Source: an optimization exercise on an open RTL-to-GDS flow (aim: small area). Production flows keep margins and buffers that such runs may drop.
RTL that was checked went through simulation tests only; none was proved equivalent to the original.
No functional check of the RTL was part of runs 6 to 8.
No activity file was given, so power comes from the tool's default toggle rates.

===== flow/config.mk =====
export PLATFORM = sky130hd
export DESIGN_NAME = register_file
export DESIGN_NICKNAME = register_file
export VERILOG_FILES = /design/flow/design.v
export SDC_FILE = /design/flow/constraint.sdc
export NUM_CORES = 4
export LEC_CHECK = 0
export CAP_MARGIN = 20
export CORE_MARGIN = 2
export CORE_UTILIZATION = 55
export CTS_BUF_LIST = sky130_fd_sc_hd__clkbuf_8
export CTS_CLUSTER_DIAMETER = 60
export CTS_CLUSTER_SIZE = 24
export SLEW_MARGIN = 20
export SYNTH_HIERARCHICAL = 1

===== flow/constraint.sdc =====
create_clock -name core_clock -period 8.0 [get_ports {clock}]
set_input_delay 1.6000 -clock core_clock [delete_from_list [all_inputs] [get_ports {clock}]]
set_output_delay 1.6000 -clock core_clock [all_outputs]
set_load 0.01 [all_outputs]

===== flow/design.v =====
module rf_aoi222 (
  input  logic a1, a2, b1, b2, c1, c2,
  output logic y
);
  assign y = ~((a1 & a2) | (b1 & b2) | (c1 & c2));
endmodule
module rf_nand4 (
  input  logic a, b, c, d,
  output logic y
);
  assign y = ~(a & b & c & d);
endmodule
module rf_nand3 (
  input  logic a, b, c,
  output logic y
);
  assign y = ~(a & b & c);
endmodule
module rf_or3 (
  input  logic a, b, c,
  output logic y
);
  assign y = a | b | c;
endmodule
module rf_read_bit (
  input  logic [32:0] sel,
  input  logic [32:0] data,
  output logic        y
);
  logic [10:0] t;
  logic [2:0]  n;
  for (genvar k = 0; k < 11; k++) begin : g_aoi
    rf_aoi222 u_aoi (
      .a1(sel[3*k]),   .a2(data[3*k]),
      .b1(sel[3*k+1]), .b2(data[3*k+1]),
      .c1(sel[3*k+2]), .c2(data[3*k+2]),
      .y(t[k])
    );
  end
  rf_nand4 u_n0 (.a(t[0]), .b(t[1]), .c(t[2]),  .d(t[3]), .y(n[0]));
  rf_nand4 u_n1 (.a(t[4]), .b(t[5]), .c(t[6]),  .d(t[7]), .y(n[1]));
  rf_nand3 u_n2 (.a(t[8]), .b(t[9]), .c(t[10]),           .y(n[2]));
  rf_or3   u_o  (.a(n[0]), .b(n[1]), .c(n[2]),            .y(y));
endmodule
module register_file #(
  parameter int unsigned WORD_WIDTH = 32,
  parameter int unsigned SEL_WIDTH  = 5,
  parameter int unsigned NUM_REGS   = 32
) (
  input  logic                  clock,
  input  logic                  reset,
  input  logic                  left_read_enable,
  input  logic [SEL_WIDTH-1:0]  left_read_number,
  output logic [WORD_WIDTH-1:0] left_read_bus,
  input  logic                  right_read_enable,
  input  logic [SEL_WIDTH-1:0]  right_read_number,
  output logic [WORD_WIDTH-1:0] right_read_bus,
  input  logic                  write_enable,
  input  logic [SEL_WIDTH-1:0]  write_number,
  input  logic [WORD_WIDTH-1:0] write_bus
);
  logic [WORD_WIDTH-1:0] regs [NUM_REGS];
  logic [NUM_REGS-1:0]   valid;
  logic [NUM_REGS-1:0]   write_sel;
  always_comb begin
    for (int i = 0; i < int'(NUM_REGS); i++) begin
      write_sel[i] = write_enable && (write_number == SEL_WIDTH'(i));
    end
  end
  always_ff @(posedge clock or negedge reset) begin
    if (!reset) begin
      valid <= '0;
    end else begin
      valid <= valid | write_sel;
    end
  end
  always_ff @(posedge clock) begin
    for (int i = 0; i < int'(NUM_REGS); i++) begin
      if (write_sel[i]) begin
        regs[i] <= write_bus;
      end
    end
  end
  logic        left_bypass, right_bypass;
  logic [32:0] left_sel, right_sel;
  assign left_bypass  = reset && left_read_enable && write_enable &&
                        (left_read_number == write_number);
  assign right_bypass = reset && right_read_enable && write_enable &&
                        (right_read_number == write_number);
  always_comb begin
    for (int i = 0; i < int'(NUM_REGS); i++) begin
      left_sel[i]  = reset && left_read_enable && !left_bypass &&
                     valid[i] && (left_read_number == SEL_WIDTH'(i));
      right_sel[i] = reset && right_read_enable && !right_bypass &&
                     valid[i] && (right_read_number == SEL_WIDTH'(i));
    end
    left_sel[32]  = left_bypass;
    right_sel[32] = right_bypass;
  end
  for (genvar b = 0; b < int'(WORD_WIDTH); b++) begin : g_bit
    logic [32:0] column;
    for (genvar i = 0; i < int'(NUM_REGS); i++) begin : g_col
      assign column[i] = regs[i][b];
    end
    assign column[32] = write_bus[b];
    rf_read_bit u_left  (.sel(left_sel),  .data(column), .y(left_read_bus[b]));
    rf_read_bit u_right (.sel(right_sel), .data(column), .y(right_read_bus[b]));
  end
endmodule

===== flow/flow/run.sh =====
#!/bin/bash
# Standard layout with two changes: ports buffered with buf_1 and a clock
# tree of clkbuf_16 without dummy loads.
export BUFFER_PORTS_ARGS="-buffer_cell sky130_fd_sc_hd__buf_1"
export CTS_ARGS="-sink_clustering_enable -repair_clock_nets -dont_use_dummy_load -buf_list sky130_fd_sc_hd__clkbuf_16 -sink_clustering_size 30 -sink_clustering_max_diameter 60"
bash standard.sh > standard.log 2>&1

===== flow/standard.sh =====
#!/bin/bash
# synth_recipe.tcl (not shown) runs the flow's synth.tcl, then flattens the netlist and writes it again
# the make line also repeats each setting of config.mk as NAME=value (left out here)
make -C /OpenROAD-flow-scripts/flow DESIGN_CONFIG=/design/flow/config.mk WORK_HOME=/design/flow/orfs CLKGATE_MAP_FILE= SYNTH_SCRIPT=/design/flow/synth_recipe.tcl "${@:-finish}"

==> results.json, run 1 <==
{
  "r2r_end": "valid[3]",
  "gp_congestion": 0.961,
  "cp-end-kind": "output pin",
  "cts_setup_buffers": 0,
  "antenna_found_initial": 2,
  "dieArea_sq_um": 78000,
  "place_hpwl_um": 82800,
  "irDropWorstVdd_mv": 0.140,
  "ys_ff_latch": 1056,
  "n_antenna_cell": 0,
  "drv_cap": 0,
  "power_density_nw_per_um2": 214,
  "dieHeight_um": 279,
  "drive_above_1_share_pct": 13.0,
  "grt_pass1_wl_um": 205000,
  "yosysTopAreaCellShare_pct": 73.8,
  "grt_pass1_vias": 29100,
  "cp.arrival_ps": 5290,
  "grt_max_degree": 65,
  "dp_slack_ps": 1220,
  "cp.required_ps": 6400,
  "p_switching_mw": 2.09,
  "setup_tns_ps": 0,
  "die_w_um": 279,
  "yosys_warnings": 8,
  "intPower_mw": 7.89,
  "vias": 30100,
  "finalWorstSetupSlack_ps": 1110,
  "grt-ovfl-total": 0,
  "timing.rr.start": "valid[3]",
  "drt_iter0_markers": 7569,
  "insertion_delay_ps": 610,
  "rows": 100,
  "final_max_slew_viol_count": 0,
  "synth-seq-area-share_pct": 75.7,
  "leakagePower_nw": 14.3,
  "max_freq_mhz": 145,
  "drt_first_pass_iters": 12,
  "synth.largest_area_cell": "edfxtp_1",
  "hold_violations": 0,
  "setup_viol": 0,
  "synth_cell_types": 33,
  "root_buffer": "clkbuf_16",
  "status": "complete, no violations",
  "post-route-min-period_ps": 6890,
  "critPathMaxFanout": 64,
  "p_seq_share_pct": 62.4,
  "rsz0062_at_grt": "false",
  "worstSetupEndpoint": "right_read_bus[31]",
  "synth_area_leaders": "edfxtp_1, a222oi_1, nand4_1, dfrtp_1, nand3_1",
  "swShare_pct": 20.9,
  "port_buffers": 115,
  "critical_path_class": "primary input to output pin",
  "vias_per_cell": 8.44,
  "fp.coreArea_sq_um": 74700,
  "h-tree-depth": 3,
  "initial_core_util_pct": 55.8,
  "avgSynthCellArea_sq_um": 18.2,
  "combPwrFrac_pct": 3.9,
  "cts_resized": 0,
  "nets": 2645,
  "r2r_cells": 1,
  "total_power_mw": 9.97,
  "syn_inst": 2291,
  "path_clk_slew_ps": 60,
  "ioPinCount": 116,
  "start_kind": "primary input",
  "grt_usage_pct": 37.0,
  "cts_buffers": 73,
  "wl_per_cell_um": 41.2,
  "cts.sinks": 1056,
  "syn_area_sq_um": 41700,
  "holdBufCountCts": 0,
  "worstMarginPinSlew_ps": 1240,
  "pwr-share-clk_pct": 33.6,
  "reg2reg_slack_ps": 7140,
  "critPathLaunch": "write_number[3]",
  "cts_max_path_buffers": 3,
  "hp-class": "flop to flop",
  "drc": 0,
  "postRouteWirelength_um": 147000,
  "fin_crit_sh_pct": 86.2,
  "timing.hold.ws_ps": 500,
  "detail-route-antenna-nets": 0,
  "syn_nets": 2343,
  "fin_util_pct": 62.5,
  "area_delta_synth_final_pct": 12.1,
  "slew_headroom_pct": 16.9,
  "cts_tree": "done",
  "finClkSkew_ps": 0
}
==> synthesized netlist by cell type (all sizes together) <==
library cell	number
edfxtp	1024
a222oi	704
nand4	144
nand3	91
nor2	64
or3	64
nor3	39
dfrtp	32
or2	32
nand2	22
buf	14
nand4b	11
xnor2	8
clkbuf	7
nand2b	7
nand3b	7
nor2b	7
nor4	4
nor3b	3
nor4b	2
xor2	2
and2	1
and3	1
or2b	1
==> per-module statistics from Yosys, one instance, submodules excluded, excerpt <==
| module | area (sq um) | flip-flops and latches |
|---|---|---|
| rf_nand4 | 6.26 | 0 |
| rf_aoi222 | 10.0 | 0 |
| register_file | 33100 | 1056 |
| rf_nand3 | 5.00 | 0 |
| rf_or3 | 6.26 | 0 |
==> worst min path at each step <==
| stage | startpoint | end | slack, ps | cells past startpoint |
|---|---|---|---|---|
| 3_3_place_gp | valid[15] | valid[15] | 480 | 1 |
| 3_5_place_dp | valid[29] | valid[29] | 480 | 1 |
| 5_1_grt | valid[24] | valid[24] | 510 | 1 |
| 6_report | valid[5] | valid[5] | 500 | 1 |
| 4_1_cts | valid[31] | valid[31] | 500 | 1 |
| 2_1_floorplan | valid[2] | valid[2] | 460 | 1 |
==> logic make-up after synthesis <==
logic type,Yosys count,share of synthesized area (%)
flops,1056,75.7
compound gates,704,16.9
simple gates,500,6.83
buf+inv,21,0.303
xor+xnor,10,0.228
==> state kept, by name (all words and copies together), names as in the netlist <==
register / cells
regs: 1024
valid: 32
==> stage by stage <==
step	std cells	cell area, sq um
finish	3560	46700
global route	3560	46700
CTS	3558	46600
detailed placement	3485	44800
global placement	3485	44800
floorplan	2291	41700
==> metal layers <==
metal	global-route usage (%)	wire, um	part of all wire [%]	vias to the layer above
met5	0	28	0.019	-
met2	56.3	66000	45	2904
li1	-	-	-	11900
met3	7.35	21200	14	422
met1	50.7	50300	34	14900
met4	19.9	9130	6.2	4
==> worst max-delay path, cell delays in order <==
cell and delay, ps:
buf_1 510, xnor2_1 190, nand4_1 150, nor4b_4 290, buf_12 470, nor3_2 100
buf_4 350, a222oi_1 440, nand4_1 430, or3_1 530, buf_1 150
==> power by group through the flow <==
stage | sequential, mW | combinational (mW) | clock (mW)
finish | 6.22 | 0.393 | 3.35
floorplan | 6.33 | 0.150 | 0
detailed placement | 6.34 | 0.385 | 0
CTS | 6.22 | 0.386 | 3.37
global route | 6.23 | 0.410 | 3.56
global placement | 6.34 | 0.375 | 0
==> layout make-up <==
cell class | instances | area, sq um
Fill cell | 5399 | 28000
Sequential cell | 1056 | 31600
Clock buffer | 73 | 1830
Tap cell | 969 | 1210
Multi-Input combinational cell | 1214 | 10600
Timing Repair Buffer | 248 | 1500
==> placed cells by master (no fill, tap or decap), types with 8 or more instances in the layout <==
cell type,Yosys,routed
edfxtp_1,1024,1024
a222oi_1,704,704
nand4_1,144,144
buf_4,3,128
buf_1,3,114
nand3_1,91,91
clkbuf_16,0,73
or3_1,64,64
nor2_4,0,56
nor3_2,1,37
dfrtp_1,32,32
or2_2,30,30
nand2_1,22,22
nand4b_1,11,11
nor2_1,61,8
==> run 2, diff against run 1 <==
==> flow/flow/run.sh (replaced) <==
#!/bin/bash
# Standard layout with two changes: ports buffered with buf_2 and a clock
# tree of clkbuf_8 without dummy loads.
export BUFFER_PORTS_ARGS="-buffer_cell sky130_fd_sc_hd__buf_2"
export CTS_ARGS="-sink_clustering_enable -repair_clock_nets -dont_use_dummy_load -buf_list sky130_fd_sc_hd__clkbuf_8 -sink_clustering_size 16 -sink_clustering_max_diameter 50"
bash standard.sh > standard.log 2>&1
==> run 2 against run 1 <==
Against the previous run:
- sequential power is essentially flat
- still clean on timing, DRC and antenna
- worst setup slack got worse by 29 ps
- wire length grew 0.43%
- non-clock buffer count down 25
- fmax is 0.42% lower
==> results.json, run 2 <==
{
  "cts_max_path_buffers": 3,
  "cpMaxStageDelayCell": "buf_2",
  "combPwrFrac_pct": 4.1,
  "place_hpwl_um": 82600,
  "cp-end-kind": "output pin",
  "post_dp_cell_area_sq_um": 44900,
  "hp-class": "flop to flop",
  "largest_reg_flops": 1024,
  "area_delta_synth_final_pct": 11.1,
  "final_cell_mix": "edfxtp_1, a222oi_1, nand4_1",
  "final_common_cell": "edfxtp_1",
  "power_density_nw_per_um2": 204,
  "setup_viol": 0,
  "holdBufCountCts": 0,
  "rsz0062_at_grt": "false",
  "grt-ovfl-total": 0,
  "antenna_found_initial": 7,
  "yosys_warnings": 8,
  "status": "complete, no violations",
  "initial_core_util_pct": 55.8,
  "synth_edf_count": 1024,
  "cp.required_ps": 6400,
  "drive_above_1_share_pct": 17.6,
  "dieHeight_um": 279,
  "drt_iter0_markers": 7405,
  "swShare_pct": 21.6,
  "timing.hold.ws_ps": 498,
  "cp.arrival_ps": 5320,
  "avgSynthCellArea_sq_um": 18.2,
  "post-route-min-period_ps": 6920,
  "fin_crit_sh_pct": 86.5,
  "critPathMaxFanout": 64,
  "setup_tns_ps": 0,
  "ys_ff_latch": 1056,
  "insertion_delay_ps": 700,
  "ioPinCount": 116,
  "critical_path_class": "primary input to output pin",
  "grt_pass1_wl_um": 205000,
  "yosysTopAreaCellShare_pct": 73.8,
  "pwr-share-clk_pct": 30.0,
  "start_kind": "primary input",
  "drt_first_pass_iters": 12,
  "cts_tree": "done",
  "max_freq_mhz": 144,
  "gp_congestion": 0.955,
  "dieArea_sq_um": 78000,
  "cts_buffers": 103,
  "dpl.cell_count": 3462,
  "drv_cap": 0,
  "finClkSkew_ps": 0,
  "ys.flop_type": "edfxtp_1",
  "synth_area_leaders": "edfxtp_1, a222oi_1, nand4_1, dfrtp_1, nand3_1",
  "syn_nets": 2343,
  "nFillCells": 5453,
  "nets": 2650,
  "final_cells": 3569,
  "p_seq_share_pct": 65.9,
  "cp_cell_sequence": "buf_2, xnor2_1, nand4_1, nor4b_4, buf_12, nor2_4, buf_4, a222oi_1, nand4_1, or3_1, buf_2",
  "syn_inst": 2291,
  "grt_util_met2_pct": 55.0,
  "path_clk_slew_ps": 70,
  "vias": 30100,
  "final_cell_area_sq_um": 46300,
  "cts_resized": 0,
  "hold_violations": 0,
  "vias_per_cell": 8.43,
  "reg2reg_slack_ps": 7170,
  "cts.sinks": 1056,
  "drc": 0,
  "p_switching_mw": 2.04,
  "met3_usage_pct": 8.07,
  "leakagePower_nw": 14.4,
  "critPathTopFamily": "simple AND/OR/NAND/NOR gates",
  "slowest_delay_ps": 490,
  "syn_area_sq_um": 41700,
  "top_regs": "regs: 1024 flops, valid: 32 flops",
  "rows": 100,
  "synth-seq-area-share_pct": 75.7,
  "slew_headroom_pct": 19.2,
  "synth.largest_area_cell": "edfxtp_1",
  "critPathBufInv": 4,
  "worstMarginPinSlew_ps": 1210,
  "cts_setup_buffers": 0,
  "postRouteWirelength_um": 147000,
  "grt_max_degree": 65,
  "irDropWorstVdd_mv": 0.122,
  "port_buffers": 115,
  "grt_pass1_vias": 29100,
  "yosysMostFrequentCell": "edfxtp_1",
  "fp.coreArea_sq_um": 74700,
  "regMostFlops": "regs",
  "synth_common_cells": "edfxtp_1, a222oi_1, nand4_1",
  "synth_cell_types": 33,
  "detail-route-antenna-nets": 0,
  "h-tree-depth": 3,
  "root_buffer": "clkbuf_8",
  "grt_usage_pct": 37.2,
  "final_max_slew_viol_count": 0,
  "intPower_mw": 7.41,
  "async_flop_share_pct": 3.03,
  "die_w_um": 279,
  "grt.busiest_layer": "met2",
  "grt_use_met1_pct": 51.1,
  "wl_per_cell_um": 41.3
}
[run 2: stage by stage]
stage	power, mW	worst slack, ps	util [%]
after floorplan	6.48	1240	-
after global placement	6.70	1290	60.0
after detailed placement	6.72	1230	60.1
after CTS	9.45	1230	62.0
after global routing	9.69	1050	62.0
final	9.45	1080	62.0
[run 2: area by class of cell]
cell class / count / area (sq um) / share of cell area, %
antenna: 4 / 10.0 / 0.0216
clock buffer: 103 / 1420 / 3.06
multi-input combinational: 1214 / 10600 / 22.9
sequential: 1056 / 31600 / 68.1
tap: 969 / 1210 / 2.62
timing repair buffer: 223 / 1510 / 3.25
[run 2: logic make-up (layout without fill, tap and decap cells)]
family	after synthesis	count (layout)	synth area share [%]
simple gates	500	500	6.83
other cells	0	4	0
flops	1056	1056	75.7
buf+inv	21	326	0.303
compound gates	704	704	16.9
xor+xnor	10	10	0.228
[run 2: worst paths after layout]
kind / start / end / cells past startpoint
max: left_read_number[2] / left_read_bus[9] / 11
min: valid[31] / valid[31] / 1
max reg2reg: valid[17] / valid[17] / 1
min reg2reg: valid[31] / valid[31] / 1
max in group asynchronous: reset / valid[20] / 2
min in group asynchronous: reset / valid[1] / 2
[run 2: Yosys stat by module (local to each module, per instance), excerpt]
module	area [sq um]	cells inside
rf_nand3	5.00	1
register_file	33100	1331
rf_nand4	6.26	1
rf_or3	6.26	1
rf_aoi222	10.0	1
[run 2: per-layer routing]
metal	vias up	routed length [um]
met3	475	21900
met1	14900	50500
met2	2809	64300
met5	-	30
li1	11900	-
met4	4	10500
[run 2: power groups by stage]
| stage | registers, mW | clock network [mW] | logic [mW] |
|---|---|---|---|
| 2_1_floorplan | 6.33 | 0 | 0.150 |
| 3_5_place_dp | 6.34 | 0 | 0.379 |
| 5_1_grt | 6.23 | 3.06 | 0.406 |
| 6_report | 6.22 | 2.84 | 0.388 |
| 4_1_cts | 6.22 | 2.85 | 0.380 |
| 3_3_place_gp | 6.34 | 0 | 0.368 |
==> run 3, diff against run 2 <==
==> flow/flow/run.sh (replaced) <==
#!/bin/bash
# Standard layout with two changes: ports buffered with buf_2 and a clock
# tree of clkbuf_4 without dummy loads.
export BUFFER_PORTS_ARGS="-buffer_cell sky130_fd_sc_hd__buf_2"
export CTS_ARGS="-sink_clustering_enable -repair_clock_nets -dont_use_dummy_load -buf_list sky130_fd_sc_hd__clkbuf_4 -sink_clustering_size 12 -sink_clustering_max_diameter 40"
bash standard.sh > standard.log 2>&1
--- a/flow/config.mk
+++ b/flow/config.mk
@@ -10,5 +10,2 @@
 export CORE_UTILIZATION = 55
-export CTS_BUF_LIST = sky130_fd_sc_hd__clkbuf_8
-export CTS_CLUSTER_DIAMETER = 60
-export CTS_CLUSTER_SIZE = 24
 export SLEW_MARGIN = 20
==> run 3 against run 2 <==
Against the previous run:
- hold slack improved by 1.9 ps
- critical path depth unchanged
- first-iteration DRC count about the same
- largest cell class unchanged
- clock-buffer cell count increased by 36
- non-clock buffer count increased by 1
- cell count increased by 1.1%
- total power decreased by 4.0%
==> results.json, run 3 <==
{
  "status": "complete, no violations",
  "final_max_slew_viol_count": 0,
  "h-tree-depth": 4,
  "ioPinCount": 116,
  "leakagePower_nw": 14.3,
  "rows": 100,
  "critPathMaxFanout": 64,
  "irDropWorstVdd_mv": 0.125,
  "antenna_found_initial": 6,
  "power_density_nw_per_um2": 197,
  "swShare_pct": 22.1,
  "async_flop_share_pct": 3.03,
  "largest_reg_flops": 1024,
  "yosys_warnings": 8,
  "syn_area_sq_um": 41700,
  "cts_buffers": 139,
  "combPwrFrac_pct": 4.3,
  "gp_congestion": 0.955,
  "fp.coreArea_sq_um": 74700,
  "cp-end-kind": "output pin",
  "cts_tree": "done",
  "finClkSkew_ps": 0,
  "area_delta_synth_final_pct": 10.3,
  "drc": 0,
  "yosysTopAreaCellShare_pct": 73.8,
  "synth.largest_area_cell": "edfxtp_1",
  "nFillCells": 5557,
  "synth-seq-area-share_pct": 75.7,
  "port_buffers": 115,
  "cts_resized": 0,
  "grt_usage_pct": 37.4,
  "fin_crit_sh_pct": 86.3,
  "synth_edf_count": 1024,
  "synth_common_cells": "edfxtp_1, a222oi_1, nand4_1",
  "detail-route-antenna-nets": 0,
  "ys.flop_type": "edfxtp_1",
  "cp.required_ps": 6400,
  "cts_setup_buffers": 0,
  "grt-ovfl-total": 0,
  "dieArea_sq_um": 78000,
  "hold_violations": 0,
  "synth_area_leaders": "edfxtp_1, a222oi_1, nand4_1, dfrtp_1, nand3_1",
  "vias_per_cell": 8.43,
  "syn_nets": 2343,
  "cp.arrival_ps": 5310,
  "slew_headroom_pct": 16.6,
  "max_freq_mhz": 145,
  "cpMaxStageDelayCell": "or3_1",
  "top_regs": "regs: 1024 flops, valid: 32 flops",
  "drt_first_pass_iters": 11,
  "drt_iter0_markers": 7409,
  "p_switching_mw": 2.01,
  "hp-class": "flop to flop",
  "p_seq_share_pct": 68.6,
  "die_w_um": 279,
  "cts.sinks": 1056,
  "ys_ff_latch": 1056,
  "drive_above_1_share_pct": 18.8,
  "initial_core_util_pct": 55.8,
  "root_buffer": "clkbuf_4",
  "syn_inst": 2291,
  "wl_per_cell_um": 40.8,
  "cts_max_path_buffers": 3,
  "synth_cell_types": 33,
  "critical_path_class": "primary input to output pin",
  "insertion_delay_ps": 1000,
  "path_clk_slew_ps": 90,
  "final_cell_mix": "edfxtp_1, a222oi_1, nand4_1",
  "postRouteWirelength_um": 147000,
  "grt_pass1_wl_um": 205000,
  "start_kind": "primary input",
  "post-route-min-period_ps": 6910,
  "grt_pass1_vias": 29300,
  "worstMarginPinSlew_ps": 1250,
  "yosysMostFrequentCell": "edfxtp_1",
  "final_common_cell": "edfxtp_1",
  "avgSynthCellArea_sq_um": 18.2,
  "total_power_mw": 9.07,
  "slowest_delay_ps": 520,
  "place_hpwl_um": 82600,
  "grt_max_degree": 65,
  "setup_viol": 0,
  "drv_cap": 0,
  "reg2reg_slack_ps": 7160,
  "nets": 2687,
  "cp_cell_sequence": "buf_2, xnor2_1, nand4_1, nor4b_4, buf_12, nor3_2, buf_4, a222oi_1, nand4_1, or3_1, buf_2",
  "holdBufCountCts": 0,
  "pwr-share-clk_pct": 27.2,
  "vias": 30400,
  "setup_tns_ps": 0,
  "regMostFlops": "regs",
  "intPower_mw": 7.06,
  "rsz0062_at_grt": "false",
  "dieHeight_um": 279
}
==> run 3: cell counts after synthesis <==
No cell type changed its count.
==> run 3: worst paths after layout <==
kind | startpoint | end | cells after the start
min | valid[31] | valid[31] | 1
max in group asynchronous | reset | valid[15] | 2
min reg2reg | valid[31] | valid[31] | 1
max reg2reg | valid[17] | valid[17] | 1
min in group asynchronous | reset | valid[8] | 2
max | left_read_number[2] | left_read_bus[31] | 11
==> run 3: per-module statistics from Yosys, one instance, submodules excluded, a selection <==
module / times used / area, sq um
rf_nand3: 64 / 5.00
rf_nand4: 128 / 6.26
rf_aoi222: 704 / 10.0
register_file: 1 / 33100
rf_or3: 64 / 6.26
==> run 3: cells by family after synthesis <==
logic type	Yosys count	synth area share, %
xor+xnor	10	0.228
simple gates	500	6.83
buf+inv	21	0.303
flops	1056	75.7
compound gates	704	16.9
==> run 3: final cells by class <==
type / count / area [sq um] / share of cell area [%]
flip-flops and latches: 1056 / 31600 / 68.7
clock buffers: 139 / 1040 / 2.27
diodes: 8 / 20.0 / 0.0436
repair buffers: 224 / 1530 / 3.32
multi-input cells: 1214 / 10600 / 23.1
well taps: 969 / 1210 / 2.64
==> run 3: layer usage <==
| metal | vias to the layer above | part of all wire [%] | global-route usage, % |
|---|---|---|---|
| met2 | 2946 | 44 | 54.9 |
| li1 | 12000 | - | - |
| met3 | 446 | 15 | 8.84 |
| met4 | 4 | 6.9 | 23.7 |
| met1 | 15000 | 34 | 50.6 |
| met5 | - | 0.018 | 0 |
==> run 3: critical path, delay by kind of cell <==
kind,cells,cell delay [ps]
AND/OR/NAND/NOR,5,1520
AO/OA/AOI/OAI,1,460
XOR/XNOR,1,200
buffers and inverters,4,1480
==> run 3: power by group through the flow <==
stage / logic, mW / registers (mW) / clock network (mW)
after floorplan: 0.150 / 6.33 / 0
after CTS: 0.380 / 6.22 / 2.49
final: 0.388 / 6.22 / 2.46
after detailed placement: 0.379 / 6.34 / 0
after global routing: 0.406 / 6.23 / 2.71
after global placement: 0.368 / 6.34 / 0
==> run 3: through the flow <==
| step | std cells | setup slack (ps) | instance area [sq um] | hold slack (ps) | utilization [%] |
|---|---|---|---|---|---|
| 2_1_floorplan | 2291 | 1240 | 41700 | 456 | - |
| 3_3_place_gp | 3460 | 1290 | 44800 | 475 | 60.0 |
| 3_5_place_dp | 3462 | 1230 | 44900 | 479 | 60.1 |
| 4_1_cts | 3601 | 1230 | 45900 | 494 | 61.5 |
| 5_1_grt | 3609 | 1020 | 46000 | 516 | 61.5 |
| 6_report | 3610 | 1090 | 46000 | 500 | 61.5 |
==> run 4, diff against run 3 <==
==> flow/flow/run.sh (replaced) <==
#!/bin/bash
# Standard layout with two changes: ports buffered with buf_2 and a clock
# tree of clkbuf_8 without dummy loads.
export BUFFER_PORTS_ARGS="-buffer_cell sky130_fd_sc_hd__buf_2"
export CTS_ARGS="-sink_clustering_enable -repair_clock_nets -dont_use_dummy_load -buf_list sky130_fd_sc_hd__clkbuf_8 -sink_clustering_size 20 -sink_clustering_max_diameter 50"
bash standard.sh > standard.log 2>&1
--- a/flow/config.mk
+++ b/flow/config.mk
@@ -7,6 +7,6 @@
 export LEC_CHECK = 0
-export CAP_MARGIN = 20
+export CAP_MARGIN = 5
 export CORE_MARGIN = 2
 export CORE_UTILIZATION = 55
-export SLEW_MARGIN = 20
+export SLEW_MARGIN = 5
 export SYNTH_HIERARCHICAL = 1
==> run 4 against run 3 <==
Against the previous run:
- still clean
- core utilization rose by 0.38 points
- sequential cell count did not move
- clock power rose by 15%
- clock skew did not move
- first-iteration DRC count fell by 0.78%
- sequential power barely moved
- wire length barely moved
- hold slack improved by 1.5 ps
- global-route usage fell by 0.25 points
- cell count fell by 1.2%
- combinational power barely moved
==> results.json, run 4 <==
{
  "status": "complete, no violations",
  "synth_compound_area_share_pct": 16.9,
  "cts_buffers": 102,
  "synthSimpleGateAreaFrac_pct": 6.83,
  "top_regs": "regs: 1024 flops, valid: 32 flops",
  "wl_per_cell_um": 41.2,
  "syn_area_sq_um": 41700,
  "largest_reg_flops": 1024,
  "slew_headroom_pct": 8.71,
  "cts_tree": "done",
  "swShare_pct": 21.6,
  "grt_usage_pct": 37.1,
  "path_clk_slew_ps": 70,
  "insertion_delay_ps": 730,
  "final_cells": 3566,
  "gp_congestion": 0.955,
  "cpMaxStageDelayCell": "or3_1",
  "rows": 100,
  "drt_first_pass_iters": 14,
  "power_density_nw_per_um2": 204,
  "hold_violations": 0,
  "cts_resized": 0,
  "root_buffer": "clkbuf_8",
  "place_hpwl_um": 82400,
  "dieHeight_um": 279,
  "rsz0062_at_grt": "false",
  "cp.arrival_ps": 5290,
  "dieArea_sq_um": 78000,
  "drt_iter0_markers": 7351,
  "final_max_slew_viol_count": 0,
  "detail-route-antenna-nets": 0,
  "drv_cap": 0,
  "grt_max_degree": 65,
  "synthMuxAreaShare_pct": 0,
  "post-route-min-period_ps": 6890,
  "p_seq_share_pct": 65.9,
  "slowest_delay_ps": 570,
  "postRouteWirelength_um": 147000,
  "irDropWorstVdd_mv": 0.125,
  "cp.required_ps": 6400,
  "leakagePower_nw": 14.4,
  "pwr-share-clk_pct": 29.9,
  "yosysMostFrequentCell": "edfxtp_1",
  "holdBufCountCts": 0,
  "yosys.area_share.xor_xnor_pct": 0.228,
  "final_cell_mix": "edfxtp_1, a222oi_1, nand4_1",
  "async_flop_share_pct": 3.03,
  "yosys_warnings": 8,
  "area_delta_synth_final_pct": 11.0,
  "synth_cell_types": 33,
  "fp.coreArea_sq_um": 74700,
  "max_freq_mhz": 145,
  "regMostFlops": "regs",
  "nets": 2647,
  "vias": 30100,
  "post_dp_cell_area_sq_um": 44800,
  "synth_top_family_by_area": "compound AO/OA/AOI/OAI gates",
  "antenna_found_initial": 4,
  "synth_area_leaders": "edfxtp_1, a222oi_1, nand4_1, dfrtp_1, nand3_1",
  "synth_edf_count": 1024,
  "dpl.cell_count": 3460,
  "initial_core_util_pct": 55.8,
  "final_common_cell": "edfxtp_1",
  "drive_above_1_share_pct": 17.5,
  "finClkSkew_ps": 0,
  "cts_setup_buffers": 0,
  "grt-ovfl-total": 0,
  "synthAdderAreaFrac_pct": 0,
  "p_switching_mw": 2.04,
  "synth.largest_area_cell": "edfxtp_1",
  "fin_crit_sh_pct": 86.1,
  "h-tree-depth": 3,
  "cp-end-kind": "output pin",
  "timing.hold.ws_ps": 502,
  "start_kind": "primary input",
  "port_buffers": 115,
  "ys.flop_type": "edfxtp_1",
  "syn_nets": 2343,
  "cts.sinks": 1056,
  "combPwrFrac_pct": 4.1,
  "critical_path_class": "primary input to output pin",
  "grt_pass1_wl_um": 204000,
  "final_cell_area_sq_um": 46200,
  "syn_inst": 2291,
  "critPathMaxFanout": 64,
  "avgSynthCellArea_sq_um": 18.2,
  "grt_pass1_vias": 28900,
  "ys_ff_latch": 1056,
  "yosysTopAreaCellShare_pct": 73.8,
  "setup_viol": 0,
  "setup_tns_ps": 0,
  "vias_per_cell": 8.44,
  "synth-seq-area-share_pct": 75.7,
  "cp_cell_sequence": "buf_2, xnor2_1, nand4_1, nor4b_4, buf_12, nor2_4, buf_4, a222oi_1, nand4_1, or3_1, buf_2",
  "synth_common_cells": "edfxtp_1, a222oi_1, nand4_1",
  "die_w_um": 279,
  "cts_max_path_buffers": 3,
  "ioPinCount": 116,
  "hp-class": "flop to flop",
  "worstMarginPinSlew_ps": 1370,
  "drc": 0,
  "intPower_mw": 7.40
}
-- run 4: cell counts after synthesis --
Identical to the previous run, type by type.
-- run 4: per-module statistics from Yosys, one instance, submodules excluded, a selection --
module         cells inside  area (sq um)  flops+latches  times used
rf_nand3                  1          5.00              0          64
rf_or3                    1          6.26              0          64
register_file          1331         33100           1056           1
rf_nand4                  1          6.26              0         128
rf_aoi222                 1          10.0              0         704
-- run 4: power by group through the flow --
stage / Sequential (mW) / Clock [mW] / Combinational [mW]
3_5_place_dp: 6.34 / 0 / 0.379
4_1_cts: 6.22 / 2.84 / 0.380
6_report: 6.22 / 2.83 / 0.388
3_3_place_gp: 6.34 / 0 / 0.368
5_1_grt: 6.23 / 3.05 / 0.406
2_1_floorplan: 6.33 / 0 / 0.150
-- run 4: cell type report --
class | count | area (sq um)
Clock buffer | 102 | 1400
Sequential cell | 1056 | 31600
Timing Repair Buffer | 221 | 1460
Multi-Input combinational cell | 1214 | 10600
Tap cell | 969 | 1210
Fill cell | 5444 | 28500
Antenna cell | 4 | 10.0
-- run 4: cell families after synthesis --
family | Yosys count
AOI/OAI and AO/OA | 704
buffers and inverters | 21
xor gates and xnor gates | 10
and+or+nand+nor | 500
DFF | 1056
-- run 4: critical path, delay by kind of cell --
family	cells	cell delay, ps
AOI/OAI and AO/OA	1	420
xor gates and xnor gates	1	200
and+or+nand+nor	5	1590
buffers and inverters	4	1420
-- run 4: layer usage --
metal / global-route usage [%] / up-vias / part of all wire [%]
li1: - / 11900 / -
met1: 50.9 / 15000 / 35
met2: 55.0 / 2795 / 44
met3: 7.84 / 424 / 14
met4: 22.4 / 2 / 6.7
met5: 0.188 / - / 0.0088
-- run 4: final timing paths --
kind | start | slack [ps] | depth (start not counted) | endpoint
setup / recovery | left_read_number[2] | 1110 | 11 | left_read_bus[12]
hold reg to reg | valid[31] | 500 | 1 | valid[31]
min in group asynchronous | reset | 1040 | 2 | valid[1]
hold / removal | valid[31] | 500 | 1 | valid[31]
max in group asynchronous | reset | 6540 | 2 | valid[20]
setup reg to reg | valid[21] | 7170 | 1 | valid[21]
-- run 4: metrics by stage --
step	power (mW)	setup WS (ps)	utilization, %
2_1_floorplan	6.48	1240	-
3_3_place_gp	6.70	1290	60.0
3_5_place_dp	6.72	1240	60.0
4_1_cts	9.44	1230	61.9
5_1_grt	9.68	1080	61.9
6_report	9.43	1110	61.9
==> run 5, diff against run 4 <==
==> flow/run.sh (new file) <==
#!/bin/bash
# synth_recipe.tcl (not shown) runs the flow's synth.tcl, then flattens the netlist and writes it again
# the make line also repeats each setting of config.mk as NAME=value (left out here)
make -C /OpenROAD-flow-scripts/flow DESIGN_CONFIG=/design/flow/config.mk WORK_HOME=/design/flow/orfs CLKGATE_MAP_FILE= SYNTH_SCRIPT=/design/flow/synth_recipe.tcl finish
--- a/flow/config.mk
+++ b/flow/config.mk
@@ -7,6 +7,6 @@
 export LEC_CHECK = 0
-export CAP_MARGIN = 5
+export CAP_MARGIN = 20
 export CORE_MARGIN = 2
 export CORE_UTILIZATION = 55
-export SLEW_MARGIN = 5
+export SLEW_MARGIN = 20
 export SYNTH_HIERARCHICAL = 1
removed: flow/flow/run.sh
removed: flow/standard.sh
==> run 5 against run 4 <==
Against the previous run:
- total power grew 22%
- critical path depth unchanged
- critical endpoint is now right_read_bus[12]
- highest routed layer unchanged
- area after synthesis stayed put
- final area up 6.4%
- hold slack lost 8.3 ps
- global-route usage grew 0.18 points
==> results.json, run 5 <==
{
  "status": "complete, no violations",
  "cts_max_path_buffers": 3,
  "irDropWorstVdd_mv": 0.190,
  "holdBufCountCts": 0,
  "yosysMostFrequentCell": "edfxtp_1",
  "p_switching_mw": 2.43,
  "vias_per_cell": 8.27,
  "grt_usage_pct": 37.3,
  "cp.required_ps": 6400,
  "pwr-share-clk_pct": 41.9,
  "drc": 0,
  "intPower_mw": 9.06,
  "gp_congestion": 0.963,
  "wl_per_cell_um": 40.0,
  "top_regs": "regs: 1024 flops, valid: 32 flops",
  "root_buffer": "clkbuf_16",
  "syn_area_sq_um": 41700,
  "critPathMaxFanout": 45,
  "insertion_delay_ps": 670,
  "grt_max_degree": 46,
  "combPwrFrac_pct": 3.9,
  "finalWorstSetupSlack_ps": 472,
  "setup_tns_ps": 0,
  "place_hpwl_um": 85900,
  "synth_compound_area_share_pct": 16.9,
  "max_freq_mhz": 133,
  "grt.busiest_layer": "met2",
  "drt_first_pass_iters": 11,
  "setup_viol": 0,
  "dpl.cell_count": 3518,
  "synthMuxAreaShare_pct": 0,
  "power_density_nw_per_um2": 234,
  "ioPinCount": 116,
  "nets": 2710,
  "ys_ff_latch": 1056,
  "antenna_found_initial": 2,
  "fp.coreArea_sq_um": 74700,
  "synth_top_family_by_area": "compound AO/OA/AOI/OAI gates",
  "fin_crit_sh_pct": 94.1,
  "path_clk_slew_ps": 60,
  "async_flop_share_pct": 3.03,
  "critical_path_class": "primary input to output pin",
  "slew_headroom_pct": 23.0,
  "port_buffers": 115,
  "synth_edf_count": 1024,
  "syn_nets": 2343,
  "grt_use_met1_pct": 51.0,
  "n_antenna_cell": 0,
  "final_cells": 3713,
  "cpMaxStageDelayCell": "clkdlybuf4s50_1",
  "synth_cell_types": 33,
  "synthAdderAreaFrac_pct": 0,
  "dieArea_sq_um": 78000,
  "swShare_pct": 21.2,
  "leakagePower_nw": 15.5,
  "cts_setup_buffers": 0,
  "met3_usage_pct": 7.83,
  "rsz0062_at_grt": "false",
  "start_kind": "primary input",
  "synth_area_leaders": "edfxtp_1, a222oi_1, nand4_1, dfrtp_1, nand3_1",
  "cts_resized": 0,
  "drt_iter0_markers": 8004,
  "hp-class": "flop to flop",
  "slowest_delay_ps": 680,
  "final_common_cell": "edfxtp_1",
  "vias": 30700,
  "cp-end-kind": "output pin",
  "cts_tree": "done",
  "post_dp_cell_area_sq_um": 45900,
  "synth-seq-area-share_pct": 75.7,
  "largest_reg_flops": 1024,
  "final_cell_area_sq_um": 49200,
  "grt_util_met2_pct": 55.8,
  "postRouteWirelength_um": 149000,
  "initial_core_util_pct": 55.8,
  "syn_inst": 2291,
  "h-tree-depth": 3,
  "avgSynthCellArea_sq_um": 18.2,
  "rows": 100,
  "drive_above_1_share_pct": 16.1,
  "grt_pass1_wl_um": 206000,
  "dieHeight_um": 279,
  "yosys.area_share.xor_xnor_pct": 0.228,
  "ys.flop_type": "edfxtp_1",
  "hold_violations": 0,
  "nFillCells": 5135,
  "final_cell_mix": "edfxtp_1, a222oi_1, buf_4",
  "grt_pass1_vias": 29600,
  "finClkSkew_ps": 0,
  "regMostFlops": "regs",
  "detail-route-antenna-nets": 0,
  "final_max_slew_viol_count": 0,
  "synth_common_cells": "edfxtp_1, a222oi_1, nand4_1",
  "cts_buffers": 107,
  "drv_cap": 0,
  "p_seq_share_pct": 54.2,
  "yosysTopAreaCellShare_pct": 73.8,
  "synthSimpleGateAreaFrac_pct": 6.83,
  "dp_slack_ps": 592,
  "post-route-min-period_ps": 7530,
  "yosys_warnings": 8,
  "cts.sinks": 1056,
  "die_w_um": 279,
  "synth.largest_area_cell": "edfxtp_1",
  "grt-ovfl-total": 0,
  "cp.arrival_ps": 5930,
  "area_delta_synth_final_pct": 18.1,
  "cp_cell_sequence": "clkdlybuf4s50_1, xnor2_1, nand4_1, nor4b_4, buf_12, nor2_4, buf_4, a222oi_1, nand4_1, or3_1, clkdlybuf4s50_1",
  "timing.hold.ws_ps": 493,
  "worstMarginPinSlew_ps": 1150
}
run 5: worst paths after layout:
path / startpoint / end / slack (ps) / depth (start not counted)
worst max-delay path: write_number[2] / right_read_bus[12] / 470 / 11
worst min-delay path: valid[26] / valid[26] / 490 / 1
worst max register to register: valid[12] / valid[12] / 7150 / 1
worst min register to register: valid[26] / valid[26] / 490 / 1
max in group asynchronous: reset / valid[17] / 6450 / 2
min in group asynchronous: reset / valid[13] / 850 / 1
run 5: per-module statistics from Yosys (local to each module, per instance), a selection:
module / cell area, sq um / flops+latches / cells
register_file: 33100 / 1056 / 1331
rf_aoi222: 10.0 / 0 / 1
rf_nand4: 6.26 / 0 / 1
rf_nand3: 5.00 / 0 / 1
rf_or3: 6.26 / 0 / 1
run 5: power groups by stage:
stage / logic, mW / clock network, mW / registers (mW)
2_1_floorplan: 0.150 / 0 / 6.33
3_3_place_gp: 0.423 / 0 / 6.34
3_5_place_dp: 0.434 / 0 / 6.34
4_1_cts: 0.435 / 4.84 / 6.23
5_1_grt: 0.460 / 5.07 / 6.24
6_report: 0.444 / 4.82 / 6.23
run 5: cell type report:
type / count / area (sq um) / share of cell area (%)
clock inverter: 67 / 547 / 1.11
timing repair buffer: 279 / 2500 / 5.08
multi-input combinational: 1214 / 10600 / 21.6
clock buffer: 128 / 2800 / 5.69
sequential: 1056 / 31600 / 64.1
tap: 969 / 1210 / 2.46
run 5: routing by layer:
layer | vias to the layer above | share of wire (%) | wire, um
met1 | 15200 | 34 | 51200
li1 | 12100 | - | -
met4 | 2 | 6.2 | 9240
met2 | 2963 | 45 | 66100
met3 | 396 | 15 | 21900
met5 | - | 0.0081 | 12
run 5: cell families (layout without fill, tap and decap cells):
group,count (synthesis),in the layout
AO/OA/AOI/OAI,704,704
XOR/XNOR,10,10
buffers and inverters,21,474
flip-flops,1056,1056
AND/OR/NAND/NOR,500,500
run 5: stage by stage:
step / utilization [%] / total power [mW]
after floorplan: - / 6.48
after global placement: 61.4 / 6.76
after detailed placement: 61.4 / 6.78
after CTS: 65.9 / 11.5
after global routing: 65.9 / 11.8
final: 65.9 / 11.5
run 5: worst max-delay path, delay by kind of cell:
kind / cells / cell delay [ps]
and+or+nand+nor: 5 / 1570
buffers and inverters: 4 / 1910
AOI/OAI and AO/OA: 1 / 430
xor gates and xnor gates: 1 / 350
==> run 6, diff against run 5 <==
--- a/flow/design.v
+++ b/flow/design.v
@@ -5,2 +5,8 @@
   assign y = ~((a1 & a2) | (b1 & b2) | (c1 & c2));
+endmodule
+module rf_hold (
+  input  logic sel, wdata, hold, q,
+  output logic d
+);
+  assign d = (sel & wdata) | (hold & q);
 endmodule
@@ -64,5 +70,7 @@
   logic [NUM_REGS-1:0]   write_sel;
+  logic [NUM_REGS-1:0]   write_hold;
   always_comb begin
     for (int i = 0; i < int'(NUM_REGS); i++) begin
-      write_sel[i] = write_enable && (write_number == SEL_WIDTH'(i));
+      write_sel[i]  = write_enable && (write_number == SEL_WIDTH'(i));
+      write_hold[i] = !(write_enable && (write_number == SEL_WIDTH'(i)));
     end
@@ -76,7 +84,15 @@
   end
+  logic [WORD_WIDTH-1:0] regs_next [NUM_REGS];
+  for (genvar i = 0; i < int'(NUM_REGS); i++) begin : g_word
+    for (genvar b = 0; b < int'(WORD_WIDTH); b++) begin : g_bit
+      rf_hold u_hold (
+        .sel(write_sel[i]), .wdata(write_bus[b]),
+        .hold(write_hold[i]), .q(regs[i][b]),
+        .d(regs_next[i][b])
+      );
+    end
+  end
   always_ff @(posedge clock) begin
     for (int i = 0; i < int'(NUM_REGS); i++) begin
-      if (write_sel[i]) begin
-        regs[i] <= write_bus;
-      end
+      regs[i] <= regs_next[i];
     end
==> flow/flow/run.sh (new file) <==
#!/bin/bash
# Standard layout with two changes: ports buffered with buf_2 and a clock
# tree of small buffers without dummy loads.
export BUFFER_PORTS_ARGS="-buffer_cell sky130_fd_sc_hd__buf_2"
export CTS_ARGS="-sink_clustering_enable -repair_clock_nets -dont_use_dummy_load -buf_list sky130_fd_sc_hd__clkbuf_8 -sink_clustering_size 24 -sink_clustering_max_diameter 40"
bash standard.sh > standard.log 2>&1
==> flow/standard.sh (new file) <==
#!/bin/bash
# synth_recipe.tcl (not shown) runs the flow's synth.tcl, then flattens the netlist and writes it again
# the make line also repeats each setting of config.mk as NAME=value (left out here)
make -C /OpenROAD-flow-scripts/flow DESIGN_CONFIG=/design/flow/config.mk WORK_HOME=/design/flow/orfs CLKGATE_MAP_FILE= SYNTH_SCRIPT=/design/flow/synth_recipe.tcl "${@:-finish}"
removed: flow/run.sh
==> run 6 against run 5 <==
Against the previous run:
- global-route usage grew 12 points
- sequential cell count is the same
- die area is 2.9% lower
- critical path depth decreased by 2
- via count grew 37%
- fmax up 10%
- worst setup slack improved by 680 ps
- total power grew 3.8%
- clock skew did not move
- area after synthesis down 2.9%
- wire length is 31% higher
==> results.json, run 6 <==
{
  "status": "complete, no violations",
  "cts_max_path_buffers": 3,
  "grt_pass1_wl_um": 274000,
  "cp.arrival_ps": 5240,
  "synth_cell_types": 29,
  "leakagePower_nw": 19.0,
  "avgSynthCellArea_sq_um": 12.1,
  "post-route-min-period_ps": 6840,
  "cts_resized": 0,
  "setup_viol": 0,
  "detail-route-antenna-nets": 0,
  "place_hpwl_um": 114000,
  "vias_per_cell": 8.90,
  "hold_violations": 0,
  "slew_headroom_pct": 15.0,
  "timing.hold.ws_ps": 495,
  "total_power_mw": 11.9,
  "ys_ff_latch": 1056,
  "synth_area_leaders": "dfxtp_1, a22o_1, a222oi_1, nand4_1, dfrtp_1",
  "path_clk_slew_ps": 50,
  "regMostFlops": "regs",
  "drv_cap": 0,
  "critPathMaxFanout": 32,
  "irDropWorstVdd_mv": 0.180,
  "syn_area_sq_um": 40400,
  "cts_buffers": 141,
  "insertion_delay_ps": 810,
  "rsz0062_at_grt": "false",
  "power_density_nw_per_um2": 259,
  "hp-class": "flop to flop",
  "worstMarginPinSlew_ps": 1270,
  "final_cells": 4707,
  "grt_max_degree": 37,
  "nets": 3796,
  "ys.flop_type": "dfxtp_1",
  "cp.required_ps": 6400,
  "gp_congestion": 0.981,
  "synth_edf_count": 0,
  "fin_crit_sh_pct": 85.6,
  "synth_common_cells": "a22o_1, dfxtp_1, a222oi_1",
  "port_buffers": 115,
  "finClkSkew_ps": 0,
  "top_regs": "regs: 1024 flops, valid: 32 flops",
  "root_buffer": "clkbuf_8",
  "dieArea_sq_um": 75700,
  "yosysTopAreaCellShare_pct": 50.7,
  "synth-seq-area-share_pct": 52.7,
  "drt_first_pass_iters": 15,
  "yosys_warnings": 10,
  "vias": 41900,
  "max_freq_mhz": 146,
  "largest_reg_flops": 1024,
  "drive_above_1_share_pct": 13.7,
  "syn_nets": 3399,
  "async_flop_share_pct": 3.03,
  "hp-start": "regs[16][19]",
  "cp-end-kind": "output pin",
  "dpl.cell_count": 4549,
  "cts_tree": "done",
  "synth.largest_area_cell": "dfxtp_1",
  "dieHeight_um": 275,
  "grt-ovfl-total": 0,
  "syn_inst": 3347,
  "rows": 99,
  "ioPinCount": 116,
  "cts.sinks": 1056,
  "holdBufCountCts": 0,
  "drc": 0,
  "final_max_slew_viol_count": 0,
  "critical_path_class": "primary input to output pin",
  "postRouteWirelength_um": 194000,
  "final_cell_mix": "a22o_1, dfxtp_1, a222oi_1",
  "wl_per_cell_um": 41.3,
  "cts_setup_buffers": 0,
  "critPathLaunch": "reset",
  "drt_iter0_markers": 10500,
  "grt_usage_pct": 49.2,
  "start_kind": "primary input",
  "timing.rr.start": "valid[31]",
  "initial_core_util_pct": 55.5,
  "antenna_found_initial": 16,
  "setup_tns_ps": 0,
  "area_delta_synth_final_pct": 13.8,
  "fp.coreArea_sq_um": 72800,
  "grt_pass1_vias": 40000,
  "h-tree-depth": 4,
  "die_w_um": 275
}
[run 6: changes by cell type after synthesis, sizes merged, moves of 4 or more]
cell | before | now
a22o | 0 | 1024
dfxtp | 0 | 1024
edfxtp | 1024 | 0
inv | 0 | 32
nand2 | 22 | 54
or2 | 32 | 4
nand2b | 7 | 30
nor3 | 39 | 16
nand4b | 11 | 0
nand4 | 144 | 152
nand3b | 7 | 0
nand3 | 91 | 95
nor4 | 4 | 0
[run 6: cells by family after synthesis]
kind of cell,synth area share (%)
xor gates and xnor gates,0.235
DFF,52.7
buffers and inverters,0.634
and+or+nand+nor,6.84
AOI/OAI and AO/OA,39.6
[run 6: area by class of cell]
cell class,instances,area [sq um]
flip-flops and latches,1056,21300
repair buffers,275,2090
clock buffers,141,1940
diodes,6,15.0
well taps,959,1200
fillers,5821,26800
inverters,32,120
multi-input cells,2238,19300
[run 6: final timing paths]
check,slack [ps],cells past startpoint,to
worst min register to register,490,1,regs[16][19]
max in group asynchronous,6650,2,valid[18]
worst max register to register,7190,1,valid[31]
min in group asynchronous,640,1,valid[31]
worst max-delay path,1160,9,right_read_bus[15]
worst min-delay path,490,1,regs[16][19]
[run 6: critical path, stage by stage]
cell      delay [ps]
buf_2            170
buf_4            420
and3_1           640
nand4_1          240
nor2_4           950
a222oi_1         300
nand4_1          550
or3_1            210
buf_2            140
[run 6: report_power, final]
part           leakage (nW)  total (mW)  switching [mW]  internal [mW]
clock network          1.01        3.44            1.89           1.56
registers              8.89        7.19           0.867           6.32
logic                  9.05        1.30           0.559          0.742
[run 6: routing by layer]
layer	global-route usage, %	wire length, um	vias up
li1	-	-	16200
met1	61.2	66300	20200
met2	68.8	78100	4407
met3	21.4	34400	1050
met4	32.9	15600	14
met5	0.313	80	-
[run 6: through the flow]
step           setup slack [ps]  cell area [sq um]  utilization, %
2_1_floorplan              1880              40400               -
3_3_place_gp               1390              43800            60.1
3_5_place_dp               1390              43800            60.1
4_1_cts                    1380              45700            62.8
5_1_grt                    1080              46000            63.2
6_report                   1160              46000            63.2
[run 6: Yosys stat by module, one instance, submodules excluded, excerpt]
module         cell area, sq um  copies in the design  flops+latches  cells
register_file             22900                     1           1056   1363
rf_nand4                   6.26                   128              0      1
rf_or3                     6.26                    64              0      1
rf_hold                    8.76                  1024              0      1
rf_aoi222                  10.0                   704              0      1
rf_nand3                   5.00                    64              0      1
==> run 7, diff against run 6 <==
==> flow/flow/run.sh (replaced) <==
#!/bin/bash
# Standard layout with two changes: ports buffered with buf_2 and a clock
# tree of small buffers without dummy loads.
export BUFFER_PORTS_ARGS="-buffer_cell sky130_fd_sc_hd__buf_2"
export CTS_ARGS="-sink_clustering_enable -repair_clock_nets -dont_use_dummy_load -buf_list sky130_fd_sc_hd__clkbuf_4 -sink_clustering_size 10 -sink_clustering_max_diameter 40"
bash standard.sh > standard.log 2>&1
==> run 7 against run 6 <==
Against the previous run:
- still clean on timing, DRC and antenna
- clock power decreased by 24%
- first-iteration DRC count decreased by 0.62%
- final area fell by 2.0%
- cell count about the same
- sequential power is essentially flat
- core utilization fell by 1.3 points
- die area stayed put
- wire length hardly changed
- total power is 7.2% lower
- via count grew 0.50%
- largest cell class unchanged
- highest routed layer unchanged
==> results.json, run 7 <==
{
  "status": "complete, no violations",
  "cp.required_ps": 6400,
  "grt-ovfl-total": 0,
  "h-tree-depth": 4,
  "async_flop_share_pct": 3.03,
  "nets": 3795,
  "synth.largest_area_cell": "dfxtp_1",
  "timing.hold.ws_ps": 417,
  "cts_tree": "done",
  "syn_area_sq_um": 40400,
  "slew_headroom_pct": 14.1,
  "final_max_slew_viol_count": 0,
  "syn_nets": 3399,
  "total_power_mw": 11.1,
  "largest_reg_flops": 1024,
  "synth_cell_types": 29,
  "critical_path_class": "primary input to output pin",
  "grt_usage_pct": 49.2,
  "drt_first_pass_iters": 15,
  "finalWorstSetupSlack_ps": 1140,
  "multi_input_area_sq_um": 19300,
  "r2r_cells": 1,
  "root_buffer": "clkbuf_4",
  "vias": 42100,
  "cts_setup_buffers": 0,
  "worstMarginPinSlew_ps": 1290,
  "regMostFlops": "regs",
  "irDropWorstVdd_mv": 0.164,
  "ys.flop_type": "dfxtp_1",
  "nFillCells": 5950,
  "post-route-min-period_ps": 6860,
  "synth-seq-area-share_pct": 52.7,
  "area_delta_synth_final_pct": 11.5,
  "holdBufCountCts": 0,
  "setup_tns_ps": 0,
  "register_area_sq_um": 21300,
  "ioPinCount": 116,
  "synth_common_cells": "a22o_1, dfxtp_1, a222oi_1",
  "critPathBufInv": 3,
  "initial_core_util_pct": 55.5,
  "start_kind": "primary input",
  "cts_resized": 0,
  "postRouteWirelength_um": 195000,
  "vias_per_cell": 8.94,
  "grt_pass1_vias": 40200,
  "final_cell_mix": "a22o_1, dfxtp_1, a222oi_1",
  "detail-route-antenna-nets": 0,
  "max_freq_mhz": 146,
  "yosysTopAreaCellShare_pct": 50.7,
  "grt_pass1_wl_um": 273000,
  "dieHeight_um": 275,
  "top_regs": "regs: 1024 flops, valid: 32 flops",
  "cp.arrival_ps": 5260,
  "rows": 99,
  "cpMaxStageDelayCell": "nor2_4",
  "rsz0062_at_grt": "false",
  "grt_max_degree": 37,
  "drive_above_1_share_pct": 13.7,
  "slowest_delay_ps": 950,
  "synth_edf_count": 0,
  "reg2reg_slack_ps": 7180,
  "path_clk_slew_ps": 70,
  "ys_ff_latch": 1056,
  "timing.rr.start": "valid[27]",
  "fp.coreArea_sq_um": 72800,
  "critPathMaxFanout": 32,
  "hold_violations": 0,
  "cp_cell_sequence": "buf_2, buf_4, and3_1, nand4_1, nor2_4, a222oi_1, nand4_1, or3_1, buf_2",
  "fin_util_pct": 61.9,
  "cts.sinks": 1056,
  "power_density_nw_per_um2": 246,
  "synth_area_leaders": "dfxtp_1, a22o_1, a222oi_1, nand4_1, dfrtp_1",
  "fin_crit_sh_pct": 85.7,
  "dp_slack_ps": 1390,
  "setup_viol": 0,
  "hp-class": "primary input to async pin",
  "drv_cap": 0,
  "insertion_delay_ps": 1050,
  "place_hpwl_um": 114000,
  "die_w_um": 275,
  "port_buffers": 115,
  "gp_congestion": 0.981,
  "antenna_found_initial": 14,
  "dieArea_sq_um": 75700,
  "drc": 0,
  "cts_buffers": 144,
  "leakagePower_nw": 18.6,
  "critPathTopFamily": "simple AND/OR/NAND/NOR gates",
  "syn_inst": 3347,
  "drt_iter0_markers": 10500,
  "cts_max_path_buffers": 3,
  "avgSynthCellArea_sq_um": 12.1,
  "yosys_warnings": 10,
  "wl_per_cell_um": 41.3,
  "finClkSkew_ps": 0,
  "r2r_end": "valid[27]",
  "cp-end-kind": "output pin"
}
run 7: cell counts after synthesis:
Identical to the previous run, type by type.
run 7: final cells by class:
| cell class | count | share of cell area (%) |
|---|---|---|
| inverter | 32 | 0.266 |
| antenna | 10 | 0.0555 |
| multi-input combinational | 2238 | 42.9 |
| sequential | 1056 | 47.3 |
| timing repair buffer | 271 | 4.43 |
| tap | 959 | 2.66 |
| clock buffer | 144 | 2.40 |
run 7: Yosys stat by module (local to each module, per instance), a selection:
module | cells inside | area (sq um)
rf_aoi222 | 1 | 10.0
rf_or3 | 1 | 6.26
rf_nand3 | 1 | 5.00
rf_hold | 1 | 8.76
rf_nand4 | 1 | 6.26
register_file | 1363 | 22900
run 7: cell families after synthesis:
logic type / synth area share, %
flip-flops: 52.7
XOR/XNOR: 0.235
buffers and inverters: 0.634
AO/OA/AOI/OAI: 39.6
AND/OR/NAND/NOR: 6.84
run 7: worst max-delay path by stage:
stage / from / cells after the start / slack, ps / to
final: reset / 9 / 1140 / right_read_bus[15]
after global routing: reset / 9 / 1080 / right_read_bus[15]
after CTS: reset / 9 / 1380 / right_read_bus[21]
after detailed placement: reset / 9 / 1390 / right_read_bus[21]
after global placement: reset / 10 / 1390 / left_read_bus[25]
after floorplan: write_number[0] / 8 / 1880 / right_read_bus[0]
run 7: layer usage:
metal	up-vias	wire (um)	GRT usage, %
li1	16300	-	-
met1	20300	66200	60.8
met2	4445	77400	68.1
met3	1082	34400	21.1
met4	12	16500	35.0
met5	-	76	1.94
run 7: report_power, final:
group / switching (mW) / internal, mW
clock network: 1.77 / 0.828
logic: 0.558 / 0.742
registers: 0.867 / 6.31
run 7: metrics by stage:
stage	cells	instance area [sq um]
2_1_floorplan	3347	40400
3_3_place_gp	4548	43800
3_5_place_dp	4549	43800
4_1_cts	4693	44900
5_1_grt	4708	45100
6_report	4710	45100
==> run 8, diff against run 7 <==
--- a/flow/design.v
+++ b/flow/design.v
@@ -11,2 +11,20 @@
   assign d = (sel & wdata) | (hold & q);
+endmodule
+module rf_and2 (
+  input  logic a, b,
+  output logic y
+);
+  assign y = a & b;
+endmodule
+module rf_and3 (
+  input  logic a, b, c,
+  output logic y
+);
+  assign y = a & b & c;
+endmodule
+module rf_inv (
+  input  logic a,
+  output logic y
+);
+  assign y = ~a;
 endmodule
@@ -50,2 +68,51 @@
 endmodule
+module rf_read_decode (
+  input  logic        reset,
+  input  logic        enable,
+  input  logic [4:0]  number,
+  input  logic        write_enable,
+  input  logic [4:0]  write_number,
+  input  logic [31:0] valid,
+  output logic [32:0] sel
+);
+  logic       forward;
+  logic       active;
+  logic [3:0] hi;
+  logic [7:0] lo;
+  assign forward = write_enable && (number == write_number);
+  assign active  = reset && enable && !forward;
+  always_comb begin
+    for (int j = 0; j < 4; j++) begin
+      hi[j] = active && (number[4:3] == 2'(j));
+    end
+    for (int k = 0; k < 8; k++) begin
+      lo[k] = (number[2:0] == 3'(k));
+    end
+  end
+  for (genvar i = 0; i < 32; i++) begin : g_sel
+    rf_and3 u_sel (.a(hi[i / 8]), .b(lo[i % 8]), .c(valid[i]), .y(sel[i]));
+  end
+  rf_and2 u_fwd (.a(reset && enable), .b(forward), .y(sel[32]));
+endmodule
+module rf_write_decode (
+  input  logic        write_enable,
+  input  logic [4:0]  write_number,
+  output logic [31:0] sel,
+  output logic [31:0] hold
+);
+  logic [3:0] hi;
+  logic [7:0] lo;
+  always_comb begin
+    for (int j = 0; j < 4; j++) begin
+      hi[j] = write_enable && (write_number[4:3] == 2'(j));
+    end
+    for (int k = 0; k < 8; k++) begin
+      lo[k] = (write_number[2:0] == 3'(k));
+    end
+  end
+  for (genvar i = 0; i < 32; i++) begin : g_sel
+    rf_and2 u_sel  (.a(hi[i / 8]), .b(lo[i % 8]), .y(sel[i]));
+    rf_inv  u_hold (.a(sel[i]), .y(hold[i]));
+  end
+endmodule
 module register_file #(
@@ -71,8 +138,6 @@
   logic [NUM_REGS-1:0]   write_hold;
-  always_comb begin
-    for (int i = 0; i < int'(NUM_REGS); i++) begin
-      write_sel[i]  = write_enable && (write_number == SEL_WIDTH'(i));
-      write_hold[i] = !(write_enable && (write_number == SEL_WIDTH'(i)));
-    end
-  end
+  rf_write_decode u_wdec (
+    .write_enable(write_enable), .write_number(write_number),
+    .sel(write_sel), .hold(write_hold)
+  );
   always_ff @(posedge clock or negedge reset) begin
@@ -99,18 +164,13 @@
   end
-  logic        left_bypass, right_bypass;
   logic [32:0] left_sel, right_sel;
-  assign left_bypass  = reset && left_read_enable && write_enable &&
-                        (left_read_number == write_number);
-  assign right_bypass = reset && right_read_enable && write_enable &&
-                        (right_read_number == write_number);
-  always_comb begin
-    for (int i = 0; i < int'(NUM_REGS); i++) begin
-      left_sel[i]  = reset && left_read_enable && !left_bypass &&
-                     valid[i] && (left_read_number == SEL_WIDTH'(i));
-      right_sel[i] = reset && right_read_enable && !right_bypass &&
-                     valid[i] && (right_read_number == SEL_WIDTH'(i));
-    end
-    left_sel[32]  = left_bypass;
-    right_sel[32] = right_bypass;
-  end
+  rf_read_decode u_ldec (
+    .reset(reset), .enable(left_read_enable), .number(left_read_number),
+    .write_enable(write_enable), .write_number(write_number),
+    .valid(valid), .sel(left_sel)
+  );
+  rf_read_decode u_rdec (
+    .reset(reset), .enable(right_read_enable), .number(right_read_number),
+    .write_enable(write_enable), .write_number(write_number),
+    .valid(valid), .sel(right_sel)
+  );
   for (genvar b = 0; b < int'(WORD_WIDTH); b++) begin : g_bit
==> run 8 against run 7 <==
Against the previous run:
- still clean on timing, DRC and antenna
- clock-buffer cell count unchanged
- total power increased by 0.20%
- wire length increased by 7.5%
- synthesized cell count decreased by 2.3%
- first-iteration DRC count increased by 13%
- critical path depth increased by 1
- clock power increased by 2%
- global-route usage increased by 4.0 points
- area after synthesis decreased by 0.39%
- critical path type unchanged
- largest cell class unchanged
- largest power group unchanged
- highest routed layer unchanged
==> results.json, run 8 <==
{
  "worstMarginPinSlew_ps": 1270,
  "cts_setup_buffers": 0,
  "place_hpwl_um": 119000,
  "post_dp_cell_area_sq_um": 43100,
  "start_kind": "primary input",
  "drive_above_1_share_pct": 12.6,
  "final_max_slew_viol_count": 0,
  "irDropWorstVdd_mv": 0.153,
  "fin_crit_sh_pct": 88.4,
  "cts_max_path_buffers": 3,
  "cts.sinks": 1056,
  "grt_usage_pct": 53.2,
  "hp-class": "flop to flop",
  "synth_cell_types": 25,
  "insertion_delay_ps": 1080,
  "grt_max_degree": 35,
  "initial_core_util_pct": 55.4,
  "ioPinCount": 116,
  "holdBufCountCts": 0,
  "hold_violations": 0,
  "drc": 0,
  "yosys_warnings": 12,
  "cts_buffers": 144,
  "detail-route-antenna-nets": 0,
  "power_density_nw_per_um2": 251,
  "rows": 99,
  "cts_resized": 0,
  "syn_nets": 3322,
  "vias_per_cell": 9.26,
  "post-route-min-period_ps": 7070,
  "cp.required_ps": 6400,
  "final_cell_area_sq_um": 44300,
  "setup_viol": 0,
  "ys.flop_type": "dfxtp_1",
  "drt_iter0_markers": 11800,
  "wl_per_cell_um": 45.0,
  "area_delta_synth_final_pct": 9.91,
  "slew_headroom_pct": 15.0,
  "postRouteWirelength_um": 209000,
  "top_regs": "regs: 1024 flops, valid: 32 flops",
  "syn_area_sq_um": 40300,
  "finClkSkew_ps": 0,
  "grt-ovfl-total": 0,
  "synth_edf_count": 0,
  "status": "complete, no violations",
  "synth.largest_area_cell": "dfxtp_1",
  "grt_pass1_vias": 40700,
  "path_clk_slew_ps": 40,
  "fin_util_pct": 60.9,
  "cts_tree": "done",
  "vias": 43100,
  "largest_reg_flops": 1024,
  "synth-seq-area-share_pct": 52.9,
  "final_cell_mix": "a22o_1, dfxtp_1, a222oi_1",
  "setup_tns_ps": 0,
  "critical_path_class": "primary input to output pin",
  "drt_first_pass_iters": 14,
  "leakagePower_nw": 18.4,
  "dieHeight_um": 275,
  "async_flop_share_pct": 3.03,
  "critPathMaxFanout": 33,
  "nets": 3713,
  "port_buffers": 115,
  "final_cells": 4651,
  "dpl.cell_count": 4474,
  "ys_ff_latch": 1056,
  "synth_area_leaders": "dfxtp_1, a22o_1, a222oi_1, dfrtp_1, nand4_1",
  "drv_cap": 0,
  "rsz0062_at_grt": "false",
  "cp.arrival_ps": 5470,
  "cp-end-kind": "output pin",
  "root_buffer": "clkbuf_4",
  "regMostFlops": "regs",
  "h-tree-depth": 4,
  "antenna_found_initial": 32,
  "synth_common_cells": "a22o_1, dfxtp_1, a222oi_1",
  "max_freq_mhz": 141,
  "syn_inst": 3270,
  "avgSynthCellArea_sq_um": 12.3,
  "nFillCells": 5904,
  "fp.coreArea_sq_um": 72700,
  "gp_congestion": 0.940,
  "dieArea_sq_um": 75400,
  "die_w_um": 275,
  "grt_pass1_wl_um": 291000,
  "yosysTopAreaCellShare_pct": 50.9
}
-- run 8: kinds of logic after synthesis --
family          count (synthesis)  share of synthesized area (%)
compound gates               1736                           40.0
flops                        1056                           52.9
simple gates                  424                           6.46
buf+inv                        44                          0.472
xor+xnor                       10                          0.217
-- run 8: worst max-delay path: stages --
cell and delay [ps]:
buf_2 160, buf_4 430, nand2_1 220, a2111oi_1 1010
and3_1 1010, buf_4 380, a222oi_1 140, nand4_1 150
or3_1 200, buf_2 170
-- run 8: power by group --
part	switching [mW]	total, mW	internal [mW]
Sequential	0.864	7.18	6.31
Clock	1.82	2.64	0.827
Combinational	0.548	1.28	0.734
-- run 8: final cells by class --
type                            count  area, sq um  share of cell area [%]
Sequential cell                  1056        21300                    48.1
Clock buffer                      144         1080                    2.44
Antenna cell                       33         82.6                   0.187
Inverter                           38          143                   0.322
Timing Repair Buffer              251         1600                    3.61
Tap cell                          959         1200                    2.71
Multi-Input combinational cell   2170        18900                    42.6
-- run 8: layer usage --
layer	track usage, %	wire (um)	part of all wire [%]	vias to the layer above
met3	29.4	41100	20	1452
met1	63.7	68700	33	20500
met5	3.07	533	0.25	-
met2	70.7	79900	38	5035
li1	-	-	-	16100
met4	38.9	19000	9.1	28
-- run 8: path summary, 6_finish.rpt --
check,start,to,slack (ps),cells after the start
worst max-delay path,reset,right_read_bus[11],930,10
worst min-delay path,valid[7],valid[7],480,1
worst max register to register,valid[21],valid[21],7250,1
worst min register to register,valid[7],valid[7],480,1
max in group asynchronous,reset,valid[2],6890,2
min in group asynchronous,reset,valid[31],690,2
-- run 8: metrics by stage --
stage,setup slack [ps],power [mW],hold slack [ps]
after floorplan,2440,7.88,439
after global placement,1240,8.31,455
after detailed placement,1170,8.45,458
after CTS,1170,10.9,475
after global routing,855,11.4,504
final,929,11.1,479
-- run 8: modules after synthesis (local to each module, per instance), a selection --
module | cells inside | copies in the design
register_file | 1088 | 1
rf_and2 | 1 | 34
rf_and3 | 1 | 64
rf_aoi222 | 1 | 704
rf_hold | 1 | 1024
rf_inv | 1 | 32
rf_nand3 | 1 | 64
rf_nand4 | 1 | 128
rf_or3 | 1 | 64
rf_read_decode | 28 | 2
rf_write_decode | 12 | 1

-- what the ideal ports hide --
In the flow no input, the clock included, has a driving cell. The finished layouts below were timed again as built, in two steps.
Step 1: set_driving_cell puts a clkbuf_16 on clock and a buf_2 on each other input, an assumption about the parent block.
Step 2 times the ports against the registers' clock, not the clock port: input delays grow and output delays shrink by t, the midpoint of the rising clock arrivals with the driver on.
a / b / c = ideal / step 1 / step 2; a / b = the first two.
run | shift t [ns] | setup slack, ns | worst setup path after step 2
run 1 | 0.688 | 1.106 / 1.084 / 1.084 | input to output
run 2 | 0.785 | 1.077 / 1.051 / 1.051 | input to output
run 3 | 1.043 | 1.094 / 1.068 / 1.068 | input to output
run 4 | 0.781 | 1.115 / 1.089 / 1.089 | input to output
run 5 | 0.740 | 0.472 / 0.452 / 0.452 | input to output
run 6 | 0.852 | 1.156 / 1.131 / 1.131 | input to output
run 7 | 1.074 | 1.142 / 1.117 / 1.117 | input to output
run 8 | 1.101 | 0.929 / 0.904 / 0.904 | input to output
After both steps every run listed still meets setup and hold.
